Background: an optimization exercise with open tools, aiming at small area, a short achievable clock period and few clock cycles per item. Do not read the settings as production practice.
The RTL was checked by simulation tests, not by an equivalence proof against the original design.

==> run a <==
// fx_dot2_top
module fx_dot2_top (
    input  logic        clk,
    input  logic        rst_n,
    input  logic        mode,     
    input  logic        valid_in,
    output logic        ready_out,
    input  logic [15:0] a0,
    input  logic [15:0] b0,
    input  logic [15:0] a1,
    input  logic [15:0] b1,
    output logic        valid_out,
    input  logic        ready_in,
    output logic [15:0] result,
    output logic        sat
);
==> module fx_dot2_top, before the edit <==
module fx_dot2_top (
    input  logic        clk,
    input  logic        rst_n,
    input  logic        mode,     
    input  logic        valid_in,
    output logic        ready_out,
    input  logic [15:0] a0,
    input  logic [15:0] b0,
    input  logic [15:0] a1,
    input  logic [15:0] b1,
    output logic        valid_out,
    input  logic        ready_in,
    output logic [15:0] result,
    output logic        sat
);
    logic adv3, adv2, adv1, valid_x, valid_y;
    assign adv3      = !valid_out || ready_in;
    assign adv2      = adv3 || !valid_y;
    assign adv1      = adv2 || !valid_x;
    logic full_q;
    assign ready_out = ready_in || !full_q;
    always_ff @(posedge clk or negedge rst_n) begin
        if (!rst_n) begin
            valid_x   <= 1'b0;
            valid_y   <= 1'b0;
            valid_out <= 1'b0;
        end else begin
            if (adv1)
                valid_x <= valid_in;
            if (adv2)
                valid_y <= valid_x;
            if (adv3)
                valid_out <= valid_y;
        end
    end
    always_ff @(posedge clk or negedge rst_n) begin
        if (!rst_n)
            full_q <= 1'b0;
        else
            full_q <= (adv1 ? valid_in : valid_x) && (adv2 ? valid_x : valid_y) && (adv3 ? valid_y : valid_out);
    end
    logic [7:0]  bn0, bo0, bt0, bn1, bo1, bt1;
    fx_booth_enc lane0_enc_i (.b(b0), .bneg(bn0), .bone(bo0), .btwo(bt0));
    fx_booth_enc lane1_enc_i (.b(b1), .bneg(bn1), .bone(bo1), .btwo(bt1));
    logic [15:0] a0_q, a1_q;
    logic [7:0]  bn0_q, bo0_q, bt0_q, bn1_q, bo1_q, bt1_q;
    logic        mode_q;
    always_ff @(posedge clk) begin
        if (adv1) begin
            a0_q   <= a0;
            a1_q   <= a1;
            bn0_q  <= bn0;
            bo0_q  <= bo0;
            bt0_q  <= bt0;
            bn1_q  <= bn1 ^ {8{mode}};
            bo1_q  <= bo1;
            bt1_q  <= bt1;
            mode_q <= mode;
        end
    end
    logic [7:0]  rnd1;
    assign rnd1 = mode_q ? 8'h7f : 8'h80;
    logic [23:0] x0, y0, x1, y1;
    fx_mul lane0_mul_i (.a(a0_q), .bneg(bn0_q), .bone(bo0_q), .btwo(bt0_q), .rnd(8'h80), .x(x0), .y(y0));
    fx_mul lane1_mul_i (.a(a1_q), .bneg(bn1_q), .bone(bo1_q), .btwo(bt1_q), .rnd(rnd1), .x(x1), .y(y1));
    logic [4:0] lo0, lo1, hi0, hi1;
    assign lo0 = {1'b0, x0[3:0]} + {1'b0, y0[3:0]};
    assign lo1 = {1'b0, x1[3:0]} + {1'b0, y1[3:0]};
    assign hi0 = {1'b0, x0[7:4]} + {1'b0, y0[7:4]};
    assign hi1 = {1'b0, x1[7:4]} + {1'b0, y1[7:4]};
    logic [15:0] x0h_q, y0h_q, x1h_q, y1h_q;
    logic        c0l_q, c0g_q, c0p_q, c1l_q, c1g_q, c1p_q, mode_y;    
    always_ff @(posedge clk) begin
        if (adv2) begin
            x0h_q  <= x0[23:8];
            y0h_q  <= y0[23:8];
            x1h_q  <= x1[23:8];
            y1h_q  <= y1[23:8];
            c0l_q  <= lo0[4];
            c0g_q  <= hi0[4];
            c0p_q  <= &(x0[7:4] | y0[7:4]);
            c1l_q  <= lo1[4];
            c1g_q  <= hi1[4];
            c1p_q  <= &(x1[7:4] | y1[7:4]);
            mode_y <= mode_q;
        end
    end
    logic c0, c1;
    assign c0 = c0g_q || (c0p_q && c0l_q);
    assign c1 = c1g_q || (c1p_q && c1l_q);
    logic [15:0] sum;
    logic        s0, s1;
    fx_comb comb_i (.mode(mode_y), .x0h(x0h_q), .y0h(y0h_q), .c0(c0), .x1h(x1h_q), .y1h(y1h_q),
                    .c1(c1), .sum(sum), .s0(s0), .s1n(s1));
    logic [15:0] sum_q;
    logic        s0_q, s1_q;
    always_ff @(posedge clk) begin
        if (adv3) begin
            sum_q <= sum;
            s0_q  <= s0;
            s1_q  <= s1;
        end
    end
    fx_sum_sat sum_i (.sum(sum_q), .s0(s0_q), .s1(s1_q), .result(result), .sat(sat));
endmodule
clock: 7.0 ns
lec_check: 0
cap_margin: 20
core_margin: 2
core_utilization: 70
slew_margin: 20
standard.sh (not shown) runs the stock make flow with config.mk's settings and CLKGATE_MAP_FILE= SYNTH_SCRIPT=/design/flow/synth_recipe.tcl, a recipe that flattens the netlist after the stock synthesis.
==> flow/flow/run.sh <==
#!/bin/bash
# The standard layout with two changes:
#  - between synthesis and floorplan, fainv.py chooses the polarity of every full adder (and
#    of gates that have an inverting twin) so that fewer inverters sit between them; registers,
#    ports and the function are unchanged;
#  - every port still gets its buffer, but a buf_4 rather than the default pick.
# Each tool's output goes to its own log here.
set -euo pipefail
R="$PWD/orfs/results/$FLOW_PLATFORM/fx_dot2_top/base"
bash standard.sh "$R/1_2_yosys.v" > synth.log 2>&1
cp "$R/1_2_yosys.v" "$R/1_2_yosys.std.v"
python3 flow/fainv.py "$R/1_2_yosys.std.v" "$R/1_2_yosys.v" > fainv.log 2>&1
bash standard.sh finish "BUFFER_PORTS_ARGS=-buffer_cell sky130_fd_sc_hd__buf_4" > layout.log 2>&1
Other scripts of this flow, unchanged in this note and not shown: flow/flow/fainv.py
==> run b: changes against run a <==
--- a/flow/design.v
+++ b/flow/design.v
@@ -434,4 +434,3 @@
     assign adv1      = adv2 || !valid_x;
-    logic full_q;
-    assign ready_out = ready_in || !full_q;
+    assign ready_out = adv1;
     always_ff @(posedge clk or negedge rst_n) begin
@@ -450,8 +449,2 @@
     end
-    always_ff @(posedge clk or negedge rst_n) begin
-        if (!rst_n)
-            full_q <= 1'b0;
-        else
-            full_q <= (adv1 ? valid_in : valid_x) && (adv2 ? valid_x : valid_y) && (adv3 ? valid_y : valid_out);
-    end
     logic [7:0]  bn0, bo0, bt0, bn1, bo1, bt1;
@@ -480,9 +473,7 @@
     fx_mul lane1_mul_i (.a(a1_q), .bneg(bn1_q), .bone(bo1_q), .btwo(bt1_q), .rnd(rnd1), .x(x1), .y(y1));
-    logic [4:0] lo0, lo1, hi0, hi1;
-    assign lo0 = {1'b0, x0[3:0]} + {1'b0, y0[3:0]};
-    assign lo1 = {1'b0, x1[3:0]} + {1'b0, y1[3:0]};
-    assign hi0 = {1'b0, x0[7:4]} + {1'b0, y0[7:4]};
-    assign hi1 = {1'b0, x1[7:4]} + {1'b0, y1[7:4]};
+    logic [8:0] lo0, lo1;
+    assign lo0 = {1'b0, x0[7:0]} + {1'b0, y0[7:0]};
+    assign lo1 = {1'b0, x1[7:0]} + {1'b0, y1[7:0]};
     logic [15:0] x0h_q, y0h_q, x1h_q, y1h_q;
-    logic        c0l_q, c0g_q, c0p_q, c1l_q, c1g_q, c1p_q, mode_y;    
+    logic        c0_q, c1_q, mode_y;    
     always_ff @(posedge clk) begin
@@ -493,8 +484,4 @@
             y1h_q  <= y1[23:8];
-            c0l_q  <= lo0[4];
-            c0g_q  <= hi0[4];
-            c0p_q  <= &(x0[7:4] | y0[7:4]);
-            c1l_q  <= lo1[4];
-            c1g_q  <= hi1[4];
-            c1p_q  <= &(x1[7:4] | y1[7:4]);
+            c0_q   <= lo0[8];
+            c1_q   <= lo1[8];
             mode_y <= mode_q;
@@ -502,9 +489,6 @@
     end
-    logic c0, c1;
-    assign c0 = c0g_q || (c0p_q && c0l_q);
-    assign c1 = c1g_q || (c1p_q && c1l_q);
     logic [15:0] sum;
     logic        s0, s1;
-    fx_comb comb_i (.mode(mode_y), .x0h(x0h_q), .y0h(y0h_q), .c0(c0), .x1h(x1h_q), .y1h(y1h_q),
-                    .c1(c1), .sum(sum), .s0(s0), .s1n(s1));
+    fx_comb comb_i (.mode(mode_y), .x0h(x0h_q), .y0h(y0h_q), .c0(c0_q), .x1h(x1h_q), .y1h(y1h_q),
+                    .c1(c1_q), .sum(sum), .s0(s0), .s1n(s1));
     logic [15:0] sum_q;
--- a/flow/config.mk
+++ b/flow/config.mk
@@ -9,3 +9,3 @@
 export CORE_MARGIN = 2
-export CORE_UTILIZATION = 70
+export CORE_UTILIZATION = 40
 export SLEW_MARGIN = 20
==> run c: changes against run a <==
--- a/flow/config.mk
+++ b/flow/config.mk
@@ -9,3 +9,3 @@
 export CORE_MARGIN = 2
-export CORE_UTILIZATION = 70
+export CORE_UTILIZATION = 40
 export SLEW_MARGIN = 20
==> results.txt <==
Outcome: run a no timing/DRC/antenna violations; run c no timing/DRC/antenna violations; run b no timing/DRC/antenna violations
Number of non-clock buffers: run a 89; run c 89; run b 94
Fraction of final layout cells sized beyond drive strength 1: run a 0.0892; run c 0.0892; run b 0.0881
Number of cells on the worst reg-to-reg path: run a 9; run c 9; run b 7
Well-tap cell count: run a 319; run c 539; run b 532
FF/Latch Area: run a 5200 sq um; run c 5200 sq um; run b 5060 sq um
Area grow syn2layout: run a 6.80%; run c 8.50%; run b 8.31%
Endpoint of the worst hold-timing path: run a valid_out$_DFF_PN0_; run c valid_out$_DFF_PN0_; run b valid_y$_DFFE_PN0P_
Launching element of the worst setup path: run a x1h_q[1]$_DFFE_PN_; run c x1h_q[2]$_DFFE_PN_; run b ready_in
GP Congestion: run a 0.888; run c 0.898; run b 0.858
Largest net degree at the start of global routing: run a 73; run c 73; run b 69
Final core utilization: run a 0.768; run c 0.439; run b 0.442
Placed standard-cell area: run a 17600 sq um; run c 17800 sq um; run b 17600 sq um
Global-route track usage on met2: run a 0.488; run c 0.282; run b 0.271
Capture instance of the worst register-to-register path: run a sum_q[13]$_DFFE_PN_; run c sum_q[12]$_DFFE_PN_; run b c1_q$_DFFE_PP_
Sequential cell count: run a 174; run c 174; run b 169
Post-route worst hold slack: run a 0.511 ns; run c 0.499 ns; run b 0.477 ns
Testbench counts of run a, summed over its fixed seeds: cycles 4,144, items 4,096.
Testbench counts of run b, summed over its fixed seeds: cycles 4,144, items 4,096.
Testbench counts of run c, summed over its fixed seeds: cycles 4,144, items 4,096.

-- separate check: timing with driven ports --
No port has a modelled driver above. Below, the same layouts with a new extraction and two added sets of constraints. Step 1, drivers: a clkbuf_16 drives clk and a buf_2 each remaining input, both assumed. Step 2, shift: input delay + t, output delay - t, t = (earliest + latest rising clock arrival at the registers) / 2. This alone moves slack from input paths to output paths. Three values: no drivers, after step 1, after step 2; two values: the first two.
run	shift t [ns]	setup slack, ns	latest minus earliest clock arrival (ns)
run a	0.491	3.403 / 3.403 / 3.403	0.022 / 0.022
run b	0.495	3.193 / 3.163 / 3.163	0.011 / 0.012
run c	0.502	3.416 / 3.416 / 3.416	0.008 / 0.009
After both steps every run listed still meets setup and hold. The setup slack of run b, which loses most, moves by -0.030 ns with the drivers and by -0.030 ns with both steps.
